From an optimization exercise on the open Yosys and OpenROAD flow, aimed at small area; shortcuts taken in it are not production practice. Only simulation tests tie the RTL to the original design; equivalence was not proved.

== the reference run ==
==> flow/design.v <==
`timescale 1ns/1ps
package tcp_pkg;
    typedef struct packed {
        logic       valid;
        logic [7:0] data;
        logic       last;
    } ip_beat_t;
    typedef struct packed {
        logic [15:0] src;
        logic [15:0] dst;
    } tcp_ports_t;
    typedef struct packed {
        logic        req;
        logic        is_wr;
        logic [5:0]  addr;
        logic [31:0] wr_data;
    } cpu_req_t;
    typedef struct packed {
        logic        rd_ack;
        logic        wr_ack;
        logic [31:0] rd_data;
    } cpu_rsp_t;
    typedef enum logic {
        DECAP_HEADER,
        DECAP_PAYLOAD
    } decap_state_e;
    typedef enum logic [2:0] {
        STREAM_IDLE,
        STREAM_RECEIVE,
        STREAM_REQUEST,
        STREAM_SEND_HEADER,
        STREAM_SEND_PAYLOAD
    } stream_state_e;
endpackage
`timescale 1ns/1ps
module tcp_offload (
    input  logic                i_clk,
    input  logic                i_reset,
    input  logic [39:0]         i_cpu_req,
    output logic [33:0]         o_cpu_rsp,
    input  logic [9:0]          i_rx,
    output logic [9:0]          o_tx
);
    logic       rst;
    logic       rx_v, rx_l;
    logic [7:0] rx_d;
    logic       c_req, c_wr;
    logic [5:0] c_addr;
    logic [31:0] c_wd;
    assign rst    = i_reset;
    assign rx_v   = i_rx[9];
    assign rx_d   = i_rx[8:1];
    assign rx_l   = i_rx[0];
    assign c_req  = i_cpu_req[39];
    assign c_wr   = i_cpu_req[38];
    assign c_addr = i_cpu_req[37:32];
    assign c_wd   = i_cpu_req[31:0];
    logic        st_pay_q;
    logic [1:0]  hcnt_q;         
    logic [31:0] hdr_q;
    logic        p_v_q, p_l_q, pv_q;
    logic [7:0]  p_d_q;
    always_ff @(posedge i_clk) begin
        if (rst) begin
            st_pay_q <= 1'b0;
            hcnt_q <= 2'd0;
            p_v_q <= 1'b0;
            pv_q <= 1'b0;
        end else begin
            p_v_q <= st_pay_q & rx_v;
            pv_q <= st_pay_q & rx_v & hcnt_q[0];
            if (rx_v) begin
                if (!st_pay_q) begin
                    if (rx_l) begin
                        hcnt_q <= 2'd0;
                    end else if (hcnt_q == 2'd3) begin
                        hcnt_q <= 2'd1;
                        st_pay_q <= 1'b1;
                    end else begin
                        hcnt_q <= hcnt_q + 2'd1;
                    end
                end else begin
                    hcnt_q <= 2'd0;
                    if (rx_l) st_pay_q <= 1'b0;
                end
            end
        end
    end
    always_ff @(posedge i_clk) begin
        p_d_q <= rx_d;
        p_l_q <= rx_l;
        if (rx_v && !st_pay_q) hdr_q <= {hdr_q[23:0], rx_d};
    end
    logic [3:0]       s_busy_q;      
    logic [3:0]       s_full_q;      
    logic [3:0]       s_lenm1_q [4];
    logic [15:0]      s_remote_q [4];
    logic [15:0]      port_q [4];
    logic [3:0]       en_q;
    logic [3:0] match, m1;
    logic       found;
    logic [1:0] msel;
    logic       hit_q;
    logic [1:0] sel_q;           
    logic [1:0] cur_sel;
    logic       cur_hit;
    logic       drop_q;
    logic       r_v_q, r_l_q;
    logic [4:0] wp_q;
    always_comb begin
        for (int i = 0; i < 4; i++) begin
            match[i] = en_q[i] & ~s_busy_q[i] & (port_q[i] == hdr_q[15:0]);
        end
        m1[0] = match[0];
        m1[1] = match[1] & ~match[0];
        m1[2] = match[2] & ~match[1] & ~match[0];
        m1[3] = match[3] & ~match[2] & ~match[1] & ~match[0];
        found = |match;
        msel = {~match[0] & ~match[1], ~match[0] & (match[1] | ~match[2])};
    end
    assign cur_hit = pv_q ? found : hit_q;
    assign cur_sel = pv_q ? msel : sel_q;
    always_ff @(posedge i_clk) begin
        if (rst) begin
            hit_q <= 1'b0;
            drop_q <= 1'b0;
            r_v_q <= 1'b0;
        end else begin
            drop_q <= pv_q & ~found;
            r_v_q <= p_v_q & cur_hit;
            if (p_v_q && p_l_q) hit_q <= 1'b0;
            else if (pv_q) hit_q <= found;
        end
    end
    always_ff @(posedge i_clk) begin
        sel_q <= cur_sel;
        r_l_q <= p_l_q;
        for (int i = 0; i < 4; i++) begin
            if (pv_q && m1[i]) s_remote_q[i] <= hdr_q[31:16];
        end
    end
    logic [3:0]   r_hit;         
    logic         w_en;
    logic [3:0]   last_row;
    logic [127:0] buf_q [4];
    logic [3:0]   shift;
    always_comb begin
        for (int i = 0; i < 4; i++) r_hit[i] = r_v_q & (sel_q == 2'(i));
    end
    assign w_en = p_v_q & cur_hit & (pv_q | ~wp_q[4]);
    assign last_row = pv_q ? 4'd0 : (wp_q[3:0] | {4{wp_q[4]}});
    always_ff @(posedge i_clk) begin
        if (p_v_q && cur_hit) begin
            if (pv_q) wp_q <= 5'd1;
            else if (!wp_q[4]) wp_q <= wp_q + 5'd1;
        end
        for (int i = 0; i < 4; i++) begin
            if (p_v_q && cur_hit && p_l_q && cur_sel == 2'(i)) s_lenm1_q[i] <= last_row;
            if (shift[i]) buf_q[i] <= {buf_q[i][119:0], p_d_q};
        end
    end
    logic       g;
    logic [3:0] gnt_q;           
    logic [1:0] ptr_q;           
    logic [5:0] ph_q;            
    logic [3:0] row_q;           
    logic       pick_found;
    logic [1:0] pick;
    logic       done;
    logic [7:0] ys [4];
    logic [7:0] tbyte;
    logic       tv_q, tl_q;
    logic [7:0] td_q;
    assign g = |gnt_q;
    always_comb begin
        pick_found = 1'b0;
        pick = ptr_q;
        for (int k = 4; k >= 1; k--) begin
            if (s_full_q[2'(ptr_q + 2'(k))]) begin
                pick_found = 1'b1;
                pick = 2'(ptr_q + 2'(k));
            end
        end
    end
    logic [3:0] x;
    logic       reg_a, reg_b, reg_c;
    logic [3:0] thr;
    logic       pay, hrot;
    assign x = s_lenm1_q[ptr_q];
    assign reg_a = (x <= 4'd5);
    assign reg_b = ~reg_a & (x <= 4'd11);
    assign reg_c = ~reg_a & ~reg_b;
    assign thr = reg_a ? x : (reg_b ? x - 4'd6 : x - 4'd10);
    assign pay = ph_q[5];
    always_comb begin
        hrot = 1'b0;
        for (int k = 0; k < 5; k++) hrot = hrot | (ph_q[k] & (4'(k) >= thr));
    end
    always_comb begin
        for (int i = 0; i < 4; i++) begin
            shift[i] = (w_en & (cur_sel == 2'(i))) | (gnt_q[i] & (pay | hrot));
        end
    end
    assign done = pay & (row_q == x);
    always_comb begin
        tbyte = 8'd0;
        for (int i = 0; i < 4; i++) begin
            ys[i] = (port_q[i][15:8] & {8{ph_q[1]}}) | (port_q[i][7:0] & {8{ph_q[2]}}) |
                    (s_remote_q[i][15:8] & {8{ph_q[3]}}) | (s_remote_q[i][7:0] & {8{ph_q[4]}});
            ys[i] = ys[i] | (buf_q[i][8*5 +: 8] & {8{pay & reg_a}}) |
                    (buf_q[i][8*11 +: 8] & {8{pay & reg_b}}) |
                    (buf_q[i][8*15 +: 8] & {8{pay & reg_c}});
            tbyte = tbyte | (ys[i] & {8{gnt_q[i]}});
        end
    end
    always_ff @(posedge i_clk) begin
        if (rst) begin
            gnt_q <= 4'd0;
            ptr_q <= 2'd0;
            tv_q <= 1'b0;
            tl_q <= 1'b0;
            td_q <= 8'd0;
            s_busy_q <= 4'd0;
            s_full_q <= 4'd0;
        end else begin
            tv_q <= g & ~ph_q[0];
            tl_q <= g & done;
            td_q <= tbyte;
            if (g) begin
                if (done) gnt_q <= 4'd0;
            end else if (pick_found) begin
                gnt_q <= 4'd1 << pick;
                ptr_q <= pick;
            end
            for (int i = 0; i < 4; i++) begin
                if (r_hit[i]) begin
                    s_busy_q[i] <= 1'b1;
                    if (r_l_q) s_full_q[i] <= 1'b1;
                end else if (gnt_q[i] && done) begin
                    s_busy_q[i] <= 1'b0;
                    s_full_q[i] <= 1'b0;
                end
            end
        end
    end
    always_ff @(posedge i_clk) begin
        ph_q <= g ? {ph_q[5] | ph_q[4], ph_q[3:0], 1'b0} : 6'd1;
        row_q <= pay ? row_q + 4'd1 : 4'd0;
    end
    assign o_tx = {tv_q, td_q, tl_q};
    logic        wr_en, rd_en;
    logic [31:0] wdr;
    logic        rda_q, wra_q;
    logic [9:0]  rsel_q;        
    logic        acc_v_q, a2_v_q, d2_q;
    logic [31:0] cnt_q [4];
    logic [31:0] dcnt_q;
    logic [31:0] rdata;
    assign wr_en = c_req & c_wr;
    assign rd_en = c_req & ~c_wr;
    assign wdr = c_wd & {32{~rst}};
    function automatic logic [31:0] incr(input logic [31:0] q, input logic inc);
        logic [4:0] bc;
        logic c;
        bc[0] = inc;
        for (int b = 0; b < 4; b++) bc[b+1] = bc[b] & (&q[8*b +: 8]);
        for (int b = 0; b < 4; b++) begin
            c = bc[b];
            for (int i = 8*b; i < 8*b + 8; i++) begin
                incr[i] = q[i] ^ c;
                c = q[i] & c;
            end
        end
    endfunction
    always_ff @(posedge i_clk) begin
        for (int i = 0; i < 4; i++) begin
            if (rst || (wr_en && c_addr == 6'(i))) port_q[i] <= wdr[15:0];
            if (rst || (wr_en && c_addr == 6'(8 + i))) cnt_q[i] <= wdr;
            else cnt_q[i] <= incr(cnt_q[i], a2_v_q && sel_q == 2'(i));
        end
        if (rst || (wr_en && c_addr == 6'd4)) en_q <= wdr[3:0];
        if (rst || (wr_en && c_addr == 6'd12)) dcnt_q <= wdr;
        else dcnt_q <= incr(dcnt_q, d2_q);
    end
    always_ff @(posedge i_clk) begin
        if (rst) begin
            rda_q <= 1'b0;
            wra_q <= 1'b0;
            acc_v_q <= 1'b0;
            a2_v_q <= 1'b0;
            d2_q <= 1'b0;
        end else begin
            rda_q <= rd_en;
            wra_q <= wr_en;
            acc_v_q <= r_v_q & r_l_q;
            a2_v_q <= acc_v_q & ~(wr_en && c_addr == {4'b0010, sel_q});
            d2_q <= drop_q & ~(wr_en && c_addr == 6'd12);
        end
    end
    always_ff @(posedge i_clk) begin
        for (int i = 0; i < 5; i++) rsel_q[i] <= ~rst & rd_en & (c_addr == 6'(i));
        for (int i = 0; i < 5; i++) rsel_q[5 + i] <= ~rst & rd_en & (c_addr == 6'(8 + i));
    end
    always_comb begin
        rdata = 32'd0;
        for (int i = 0; i < 4; i++) begin
            rdata = rdata | ({16'd0, port_q[i]} & {32{rsel_q[i]}});
            rdata = rdata | (cnt_q[i] & {32{rsel_q[5 + i]}});
        end
        rdata = rdata | ({28'd0, en_q} & {32{rsel_q[4]}});
        rdata = rdata | (dcnt_q & {32{rsel_q[9]}});
    end
    assign o_cpu_rsp = {rda_q, wra_q, rdata};
endmodule
clock: 5.0 ns
lec_check: 0
cap_margin: 20
core_margin: 2
core_utilization: 65
place_density: 0.75
slew_margin: 20
cts_args: -sink_clustering_enable -repair_clock_nets -dont_use_dummy_load -buf_list "sky130_fd_sc_hd__clkbuf_4" -sink_clustering_size 10 -sink_clustering_max_diameter 40
buffer_ports_args: -buffer_cell sky130_fd_sc_hd__buf_1
standard.sh (not shown) runs the stock make flow with config.mk's settings and CLKGATE_MAP_FILE= SYNTH_SCRIPT=/design/flow/synth_recipe.tcl, a recipe that flattens the netlist after the stock synthesis.
==> flow/flow/run.sh <==
#!/bin/bash
cat >> config.mk <<'EOF'
export CTS_ARGS = -sink_clustering_enable -repair_clock_nets -dont_use_dummy_load -buf_list "sky130_fd_sc_hd__clkbuf_4" -sink_clustering_size 10 -sink_clustering_max_diameter 40
export BUFFER_PORTS_ARGS = -buffer_cell sky130_fd_sc_hd__buf_1
EOF
bash standard.sh > standard.log 2>&1
Inputs modified between the reference run and the trial run:
--- a/flow/design.v
+++ b/flow/design.v
@@ -89,17 +89,16 @@
     always_ff @(posedge i_clk) begin
         p_d_q <= rx_d;
         p_l_q <= rx_l;
         if (rx_v && !st_pay_q) hdr_q <= {hdr_q[23:0], rx_d};
     end
-    logic [3:0]       s_busy_q;      
     logic [3:0]       s_full_q;      
     logic [3:0]       s_lenm1_q [4];
     logic [15:0]      s_remote_q [4];
     logic [15:0]      port_q [4];
     logic [3:0]       en_q;
-    logic [3:0] match, m1;
+    logic [3:0] match;
     logic       found;
     logic [1:0] msel;
     logic       hit_q;
     logic [1:0] sel_q;           
     logic [1:0] cur_sel;
@@ -107,16 +106,12 @@
     logic       drop_q;
     logic       r_v_q, r_l_q;
     logic [4:0] wp_q;
     always_comb begin
         for (int i = 0; i < 4; i++) begin
-            match[i] = en_q[i] & ~s_busy_q[i] & (port_q[i] == hdr_q[15:0]);
+            match[i] = en_q[i] & ~s_full_q[i] & (port_q[i] == hdr_q[15:0]);
         end
-        m1[0] = match[0];
-        m1[1] = match[1] & ~match[0];
-        m1[2] = match[2] & ~match[1] & ~match[0];
-        m1[3] = match[3] & ~match[2] & ~match[1] & ~match[0];
         found = |match;
         msel = {~match[0] & ~match[1], ~match[0] & (match[1] | ~match[2])};
     end
     assign cur_hit = pv_q ? found : hit_q;
     assign cur_sel = pv_q ? msel : sel_q;
@@ -134,11 +129,11 @@
     end
     always_ff @(posedge i_clk) begin
         sel_q <= cur_sel;
         r_l_q <= p_l_q;
         for (int i = 0; i < 4; i++) begin
-            if (pv_q && m1[i]) s_remote_q[i] <= hdr_q[31:16];
+            if (pv_q && !s_full_q[i]) s_remote_q[i] <= hdr_q[31:16];
         end
     end
     logic [3:0]   r_hit;         
     logic         w_en;
     logic [3:0]   last_row;
@@ -153,11 +148,11 @@
         if (p_v_q && cur_hit) begin
             if (pv_q) wp_q <= 5'd1;
             else if (!wp_q[4]) wp_q <= wp_q + 5'd1;
         end
         for (int i = 0; i < 4; i++) begin
-            if (p_v_q && cur_hit && p_l_q && cur_sel == 2'(i)) s_lenm1_q[i] <= last_row;
+            if (p_v_q && p_l_q && !s_full_q[i]) s_lenm1_q[i] <= last_row;
             if (shift[i]) buf_q[i] <= {buf_q[i][119:0], p_d_q};
         end
     end
     logic       g;
     logic [3:0] gnt_q;           
@@ -218,11 +213,10 @@
             gnt_q <= 4'd0;
             ptr_q <= 2'd0;
             tv_q <= 1'b0;
             tl_q <= 1'b0;
             td_q <= 8'd0;
-            s_busy_q <= 4'd0;
             s_full_q <= 4'd0;
         end else begin
             tv_q <= g & ~ph_q[0];
             tl_q <= g & done;
             td_q <= tbyte;
@@ -231,17 +225,12 @@
             end else if (pick_found) begin
                 gnt_q <= 4'd1 << pick;
                 ptr_q <= pick;
             end
             for (int i = 0; i < 4; i++) begin
-                if (r_hit[i]) begin
-                    s_busy_q[i] <= 1'b1;
-                    if (r_l_q) s_full_q[i] <= 1'b1;
-                end else if (gnt_q[i] && done) begin
-                    s_busy_q[i] <= 1'b0;
-                    s_full_q[i] <= 1'b0;
-                end
+                if (r_hit[i] && r_l_q) s_full_q[i] <= 1'b1;
+                else if (gnt_q[i] && done) s_full_q[i] <= 1'b0;
             end
         end
     end
     always_ff @(posedge i_clk) begin
         ph_q <= g ? {ph_q[5] | ph_q[4], ph_q[3:0], 1'b0} : 6'd1;
Findings:
Going from the reference run to the trial run, minimum period implied by the final worst setup slack went down; final sequential cell count went down; part of the cycle the worst path needs went down; layout overhead on the synthesized area did not really move. Clock tree buffer count of the final layout | the trial run above the reference run. In the tables for the trial run and the reference run, count of inverters not on the clock network in the layout reads lower with the trial run. The met2 usage in global routing of the trial run and that of the reference run are within noise of each other. | fraction of synthesized area in multiplexers | the reference run vs the trial run | ≈ equal |. | floorplan die area | the trial run vs the reference run | about 1.2% lower |. For the trial run, the critical path endpoint was buf_q[3][7], unlike the reference run, where it was buf_q[1][55]. The final reports for the trial run and the reference run show non-clock buffer instance count of the final layout lower in the former.

-- separate check: timing with driven ports --
The flow's constraints put no driver on any port. The routed layouts listed below were extracted and timed again, unchanged, in two steps.
Step 1 sets driving cells, clkbuf_16 on the clock port and buf_2 on the other inputs (assumed; they add their load-dependent delay and slew).
Step 2 adds t to the input delays and takes it off the output delays; t is the mean of the earliest and latest rising clock arrival at the registers after step 1. Input paths then give back, and output paths get back, about the clock's delay inside the block.
Slacks: no drivers / after step 1 / after step 2; pairs: no drivers / after step 1.
run	t, ns	slack for setup (ns)	latest minus earliest clock arrival (ns)	worst register clock-pin slew, ns
the reference run	0.932	0.495 / 0.495 / 0.495	0.095 / 0.096	0.12 / 0.12
the trial run	0.970	0.867 / 0.867 / 0.867	0.161 / 0.161	0.11 / 0.11
After both steps every run listed still meets setup and hold.
